What follows belongs to an exercise in optimizing a design on an open flow for small area; a production flow would make more cautious choices.
In this exercise RTL edits were held to simulation tests only and were not proved equivalent to the original.
No driver is modelled on the clock port, so clocking that relies on it looks cheaper here than on a real chip.
No activity file was given, so power comes from the tool's default toggle rates.

Setup of exp/tundra:
==> flow/design.v (excerpt) <==
module cpu_top
(
    input  logic        clk,
    input  logic        reset,
    input  logic [15:0] mem_rdata,
    output logic [15:0] mem_addr,
    output logic        mem_we,
    output logic [15:0] mem_wdata,
    output logic        halted
);
    localparam logic [2:0] S_INIT = 3'd0, S_EXEC = 3'd1, S_JMP2 = 3'd2,
                           S_LOAD2 = 3'd3, S_ST2 = 3'd4, S_HALT = 3'd5;
    logic [3:0]  ph;
    logic [2:0]  st;
    logic [2:0]  st_nx;
    logic [15:0] r0, r1, r2, r3, r4, r5, r6, r7;
    logic [15:0] pc;
    logic [15:0] mar;
    logic [11:0] ir;
    logic        z, c, pcc;
    wire ph0   = (ph == 4'd0);
    wire ph1   = (ph == 4'd1);
    wire fetch = (st == S_EXEC) && ph0;
    wire [11:0] ins = fetch ? mem_rdata[15:4] : ir;
    wire [5:0]  op  = ins[11:6];
    wire [2:0]  rx  = ins[5:3];
    wire [2:0]  ry  = ins[2:0];
    wire [7:0] heads = {r7[0], r6[0], r5[0], r4[0], r3[0], r2[0], r1[0], r0[0]};
    wire a = heads[rx];
    wire b = heads[ry];
    wire is_halt = (op == 6'd0);
    wire is_not  = (op == 6'd4);
    wire is_inc  = (op == 6'd5);
    wire is_dec  = (op == 6'd6);
    wire is_and  = (op == 6'd7);
    wire is_or   = (op == 6'd8);
  ...
Size: ~510 cells after synthesis, about 52 I/O pins.
==> flow/config.mk <==
export PLATFORM = sky130hd
export DESIGN_NAME = cpu_top
export DESIGN_NICKNAME = cpu_top
export VERILOG_FILES = /design/flow/design.v
export SDC_FILE = /design/flow/constraint.sdc
export NUM_CORES = 4
export LEC_CHECK = 0
export ABC_AREA = 1
export CAP_MARGIN = 20
export CORE_MARGIN = 2
export CORE_UTILIZATION = 40
export SLEW_MARGIN = 20
==> flow/constraint.sdc <==
create_clock -name core_clock -period 8.0 [get_ports {clk}]
set_input_delay 1.6000 -clock core_clock [delete_from_list [all_inputs] [get_ports {clk}]]
set_output_delay 1.6000 -clock core_clock [all_outputs]
set_load 0.01 [all_outputs]
standard.sh (not shown) runs the stock make flow with config.mk's settings and CLKGATE_MAP_FILE= SYNTH_SCRIPT=/design/flow/synth_recipe.tcl, a recipe that flattens the netlist after the stock synthesis.
==> flow/flow/run.sh <==
#!/bin/bash
# The standard layout (bash standard.sh), with smaller port buffers and a clock
# tree built from clkbuf_4 without dummy loads; post_cts.tcl upsizes the clock
# buffers whose sinks would see a slow edge. Each tool's output is in the ORFS
# logs under orfs/logs; make's own output goes to standard.log here.
set -euo pipefail
export BUFFER_PORTS_ARGS="-buffer_cell sky130_fd_sc_hd__buf_1"
export CTS_ARGS="-sink_clustering_enable -repair_clock_nets -dont_use_dummy_load -buf_list {sky130_fd_sc_hd__clkbuf_4}"
export POST_CTS_TCL="$PWD/flow/post_cts.tcl"
bash standard.sh > standard.log 2>&1
==> flow/flow/post_cts.tcl <==
# Upsize the clock buffers whose sinks see too slow a clock edge, then legalize.
estimate_parasitics -placement
set upsized 0
foreach inst [get_cells -filter "ref_name == sky130_fd_sc_hd__clkbuf_4"] {
  set o [get_pins -of_objects $inst -filter "direction == output"]
  set n [get_nets -of_objects $o]
  set mx 0
  foreach p [get_pins -of_objects $n -filter "direction == input"] {
    set s [get_property $p slew_max]
    if {$s > $mx} { set mx $s }
  }
  if {$mx > 0.110} {
    replace_cell $inst sky130_fd_sc_hd__clkbuf_8
    incr upsized
  }
}
puts "post_cts: upsized $upsized clock buffers"
if {$upsized > 0} {
  detailed_placement
  check_placement -verbose
}
Setup changes, exp/tundra to exp/maple
Settings: a deleted ABC_AREA that had been 1.
==> flow/run.sh (new file) <==
#!/bin/bash
# synth_recipe.tcl (not shown) runs the flow's synth.tcl, then flattens the netlist and writes it again
# the make line also repeats each setting of config.mk as NAME=value (left out here)
make -C /OpenROAD-flow-scripts/flow DESIGN_CONFIG=/design/flow/config.mk WORK_HOME=/design/flow/orfs CLKGATE_MAP_FILE= SYNTH_SCRIPT=/design/flow/synth_recipe.tcl finish
removed: flow/flow/run.sh
removed: flow/flow/post_cts.tcl
removed: flow/standard.sh
[summary]
Compared with exp/tundra, design area in exp/maple increased by more than 10%.
[exp/maple vs exp/tundra] met3 track demand over resource: lower in exp/maple
From exp/tundra to exp/maple the numbers moved as follows: global-route wire length before repair up about 24%, final-layout clock-cell area share up 5.4 points, detailed router's first-iteration violation count up about 24%, setup slack down 1.57 ns.
Wire length, exp/tundra and exp/maple, higher one = exp/maple.
exp/maple vs. exp/tundra: buffer and inverter count on the worst path went down by 2.
Changes in exp/raven relative to exp/maple:
Settings: ABC_AREA: unset -> 1.
==> flow/flow/run.sh (new file) <==
#!/bin/bash
# The standard layout (bash standard.sh), with smaller port buffers and a clock
# tree built without dummy loads. Each tool's output is in the ORFS logs under
# orfs/logs; make's own output goes to standard.log here.
set -euo pipefail
export BUFFER_PORTS_ARGS="-buffer_cell sky130_fd_sc_hd__buf_1"
export CTS_ARGS="-sink_clustering_enable -repair_clock_nets -dont_use_dummy_load -buf_list {sky130_fd_sc_hd__clkbuf_4 sky130_fd_sc_hd__clkbuf_8}"
bash standard.sh > standard.log 2>&1
==> flow/standard.sh (new file) <==
#!/bin/bash
# synth_recipe.tcl (not shown) runs the flow's synth.tcl, then flattens the netlist and writes it again
# the make line also repeats each setting of config.mk as NAME=value (left out here)
make -C /OpenROAD-flow-scripts/flow DESIGN_CONFIG=/design/flow/config.mk WORK_HOME=/design/flow/orfs CLKGATE_MAP_FILE= SYNTH_SCRIPT=/design/flow/synth_recipe.tcl "${@:-finish}"
removed: flow/run.sh
### Flow results
Die: exp/raven smaller than exp/maple. The final area in exp/raven was lower than what exp/maple gave. Relative to exp/maple, count of clock buffers in the final design has gone down in exp/raven. Going from exp/maple to exp/raven, placed cell area went down by 680 µm², number of cells produced by synthesis went up by 19, setup slack after layout went up by 1.55 ns, worst reg-to-reg path cell count went up by 7, final cell count went up by 8. Buffer count excluding the clock tree in the final layout ended up about 3.8% lower on exp/raven than on exp/maple.
Edits applied to the flow inputs when going from exp/raven to exp/quartz:
==> flow/flow/run.sh <==
#!/bin/bash
# The standard layout (standard.sh) with three changes:
#  - synthesis maps the logic with an area-oriented ABC script (flow/area.abc);
#    everything else in the synthesis script is synth_recipe.tcl unchanged;
#  - port buffers are buf_1 and the clock tree is built from clkbuf_4 without
#    dummy loads; flow/post_cts.tcl upsizes the leaf clock buffers whose
#    flip-flops would see a slow clock edge.
# Each tool's output is in the ORFS logs under orfs/logs; make's own output
# goes to standard.log here.
set -euo pipefail
W=$PWD
{ head -n 1 synth_recipe.tcl
  echo "proc abc {args} { set i [lsearch \$args -script]; if {\$i >= 0} { lset args [expr {\$i + 1}] $W/flow/area.abc }; yosys abc {*}\$args }"
  tail -n +2 synth_recipe.tcl; } > my_synth.tcl
sed "s#$W/synth_recipe.tcl#$W/my_synth.tcl#g" standard.sh > my_standard.sh
grep -q my_synth.tcl my_standard.sh
export BUFFER_PORTS_ARGS="-buffer_cell sky130_fd_sc_hd__buf_1"
export CTS_ARGS="-sink_clustering_enable -repair_clock_nets -dont_use_dummy_load -buf_list {sky130_fd_sc_hd__clkbuf_4}"
export POST_CTS_TCL="$W/flow/post_cts.tcl"
bash my_standard.sh > standard.log 2>&1
==> flow/flow/area.abc (new file) <==
strash
ifraig
dc2
strash
dch -f
amap
==> flow/flow/post_cts.tcl (new file) <==
# Upsize the leaf clock buffers whose flip-flops would see too slow a clock
# edge, then legalize the placement again.
estimate_parasitics -placement
set upsized 0
foreach inst [get_cells -filter "ref_name == sky130_fd_sc_hd__clkbuf_4"] {
  set o [get_pins -of_objects $inst -filter "direction == output"]
  set n [get_nets -of_objects $o]
  set mx 0
  foreach p [get_pins -of_objects $n -filter "direction == input"] {
    if {[get_property $p name] ne "CLK"} { continue }
    set s [get_property $p slew_max]
    if {$s > $mx} { set mx $s }
  }
  if {$mx > 0.116} {
    replace_cell $inst sky130_fd_sc_hd__clkbuf_8
    incr upsized
  }
}
puts "post_cts: upsized $upsized clock buffers"
if {$upsized > 0} {
  detailed_placement
  check_placement -verbose
}
Results
- exp/quartz vs exp/raven: overall power after layout down by more than 10%
- exp/quartz: final RePlAce weighted congestion 0.0042 above exp/raven
- Looking only at post-placement cell area, and setting everything else aside, the lower value of exp/quartz and exp/raven goes to exp/quartz.
- Summary of the comparison: worst-case setup margin in the final layout is lower in exp/quartz, relative to exp/raven.
- Between exp/quartz and exp/raven, utilization is higher for exp/raven, exp/quartz comes in under that.


== run 1 ==
cpu_top, a different RTL version from the one above (not shown whole).
Size in the first run: about 180 flip-flops, roughly 52 I/O pins, roughly 4800 sq um of cells after synthesis.
// cpu_top
module cpu_top
(
    input  logic        clk,
    input  logic        reset,
    input  logic [15:0] mem_rdata,
    output logic [15:0] mem_addr,
    output logic        mem_we,
    output logic [15:0] mem_wdata,
    output logic        halted
);
    localparam logic [1:0] S_INIT = 2'd0, S_EXEC = 2'd1, S_2ND = 2'd2;
    logic [3:0]  ph;
    logic [1:0]  st;
    logic [1:0]  st_nx;
    logic [15:0] r0, r1, r2, r3, r4, r5, r6, r7;
    logic [15:0] pc;
    logic [15:0] mar;
    logic [11:0] ir;
    logic        z, c, pcc;
    wire ph0   = (ph == 4'd0);
    wire ph1   = (ph == 4'd1);
    wire ph15  = (ph == 4'd8);
    wire fetch = (st == S_EXEC) && ph0;
    wire [11:0] ins = fetch ? mem_rdata[15:4] : ir;
    wire [5:0]  op  = ins[11:6];
    wire [2:0]  rx  = ins[5:3];
    wire [2:0]  ry  = ins[2:0];
    wire [7:0] heads = {r7[0], r6[0], r5[0], r4[0], r3[0], r2[0], r1[0], r0[0]};
    wire a = heads[rx];
    wire b = heads[ry];
    wire is_halt = (op == 6'd0);
    wire is_not  = (op == 6'd4);
    wire is_inc  = (op == 6'd5);
    wire is_dec  = (op == 6'd6);
    wire is_and  = (op == 6'd7);
    wire is_or   = (op == 6'd8);
    wire is_xor  = (op == 6'd9);
    wire is_add  = (op == 6'd10);
    wire is_sub  = (op == 6'd12);
    wire is_cmp  = (op == 6'd16);
    wire is_jmp  = (op == 6'd23);
    wire is_jz   = (op == 6'd24);
    wire is_jnz  = (op == 6'd25);
    wire is_mov  = (op == 6'd32);
    wire is_ld   = (op == 6'd33);
    wire is_ldi  = (op == 6'd35);
    wire is_st   = (op == 6'd37);
  ...
export LEC_CHECK = 0
export ABC_AREA = 1
export CAP_MARGIN = 20
export CORE_MARGIN = 2
export CORE_UTILIZATION = 45
export PLACE_DENSITY = 0.65
export SLEW_MARGIN = 20
create_clock -name core_clock -period 8.0 [get_ports {clk}]
==> flow/flow/run.sh <==
#!/bin/bash
# The standard layout (standard.sh) with three changes:
#  - synthesis maps the logic with an area-oriented ABC script (flow/area.abc);
#    everything else in the synthesis script is synth_recipe.tcl unchanged;
#  - port buffers are buf_1 and the clock tree is built from clkbuf_4 without
#    dummy loads; flow/post_cts.tcl upsizes the leaf clock buffers whose
#    flip-flops would see a slow clock edge.
# Each tool's output is in the ORFS logs under orfs/logs; make's own output
# goes to standard.log here.
set -euo pipefail
W=$PWD
{ head -n 1 synth_recipe.tcl
  echo "proc abc {args} { set i [lsearch \$args -script]; if {\$i >= 0} { lset args [expr {\$i + 1}] $W/flow/area.abc }; yosys abc {*}\$args }"
  tail -n +2 synth_recipe.tcl; } > my_synth.tcl
sed "s#$W/synth_recipe.tcl#$W/my_synth.tcl#g" standard.sh > my_standard.sh
grep -q my_synth.tcl my_standard.sh
export BUFFER_PORTS_ARGS="-buffer_cell sky130_fd_sc_hd__buf_1"
export CTS_ARGS="-sink_clustering_enable -repair_clock_nets -dont_use_dummy_load -buf_list {sky130_fd_sc_hd__clkbuf_4}"
export POST_CTS_TCL="$W/flow/post_cts.tcl"
bash my_standard.sh > standard.log 2>&1
==> flow/flow/area.abc <==
strash
ifraig
dc2
strash
dch -f
amap
==> flow/flow/post_cts.tcl <==
# Upsize the leaf clock buffers whose flip-flops would see too slow a clock
# edge, then legalize the placement again.
estimate_parasitics -placement
set upsized 0
foreach inst [get_cells -filter "ref_name == sky130_fd_sc_hd__clkbuf_4"] {
  set o [get_pins -of_objects $inst -filter "direction == output"]
  set n [get_nets -of_objects $o]
  set mx 0
  foreach p [get_pins -of_objects $n -filter "direction == input"] {
    if {[get_property $p name] ne "CLK"} { continue }
    set s [get_property $p slew_max]
    if {$s > $mx} { set mx $s }
  }
  if {$mx > 0.116} {
    replace_cell $inst sky130_fd_sc_hd__clkbuf_8
    incr upsized
  }
}
puts "post_cts: upsized $upsized clock buffers"
if {$upsized > 0} {
  detailed_placement
  check_placement -verbose
}
Run 1: PASS, flow complete, no timing, DRC or antenna violations
Inputs modified between run 1 and run 2:
Settings: PLACE_DENSITY: 0.65 -> 0.75; CORE_UTILIZATION: 45 -> 55.
Relative area of clock buffers and inverters in the final design across run 2 and run 1: no real change.
Run 1 has lower setup slack than run 2.
Going from run 1 to run 2, the well tap count was found to have gone down by 21%.
Core utilization: run 2 and run 1 compared, lower one is run 1
Power delta (run 2 -> run 1): insignificant
Run 2 — share of post-route cells with drive strength above 1 0.20 points higher, run 1 as reference
Compared with run 1, in run 2 post-route cell area lost 0.47%; sequential cell count neither gained nor lost much.
For run 3, these inputs were changed with respect to run 2:
Settings: changing CORE_UTILIZATION from 55 to 40; removing PLACE_DENSITY (formerly 0.75).
Results
Fraction of final layout cells with drive strength greater than 1: higher on run 2
Arrival time at the worst endpoint (lower): run 2
Run 3 vs. run 2: part of the total power dissipated in combinational logic now smaller, worst-case setup margin in the final layout moved down, total net switching power -about 1%, post-layout minimum cycle time now larger.
Run 3 vs. run 2: routed wire length went up, total track usage went down.

## re-timing with driven ports
Ports are ideal in the flow. The routed layouts listed here were re-timed in OpenROAD. Step 1 sets driving cells, clkbuf_16 on the clock port and buf_2 on the other inputs (assumed; they add their load-dependent delay and slew). Step 2 also shifts input and output timing later by t, the mid clock arrival at the registers, as if the neighbouring blocks saw the same clock. a / b / c = ideal ports / drivers / drivers and shift; a / b = the first two.
run	shift t [ns]	setup WS [ns]	hold WS [ns]	worst setup path at the end	worst register clock-pin slew, ns
exp/tundra	0.439	4.239 / 4.242 / 3.803	0.297 / 0.297 / 0.297	input to register	0.11 / 0.11
exp/maple	0.463	2.673 / 2.673 / 2.224	0.326 / 0.326 / 0.326	input to register	0.07 / 0.07
exp/raven	0.459	4.225 / 4.228 / 3.769	0.295 / 0.295 / 0.295	input to register	0.10 / 0.10
exp/quartz	0.566	1.642 / 1.642 / 1.642	0.302 / 0.302 / 0.302	register to register	0.12 / 0.12
run 1	0.536	1.672 / 1.641 / 1.771	0.294 / 0.294 / 0.294	register to register	0.11 / 0.11
run 2	0.530	2.418 / 2.386 / 2.432	0.307 / 0.307 / 0.307	register to register	0.11 / 0.11
run 3	0.541	1.521 / 1.489 / 1.838	0.288 / 0.288 / 0.288	register to register	0.11 / 0.11
After both steps every run listed still meets setup and hold. The setup slack of exp/raven, which loses most, moves by +0.003 ns with the drivers and by -0.456 ns with both steps.
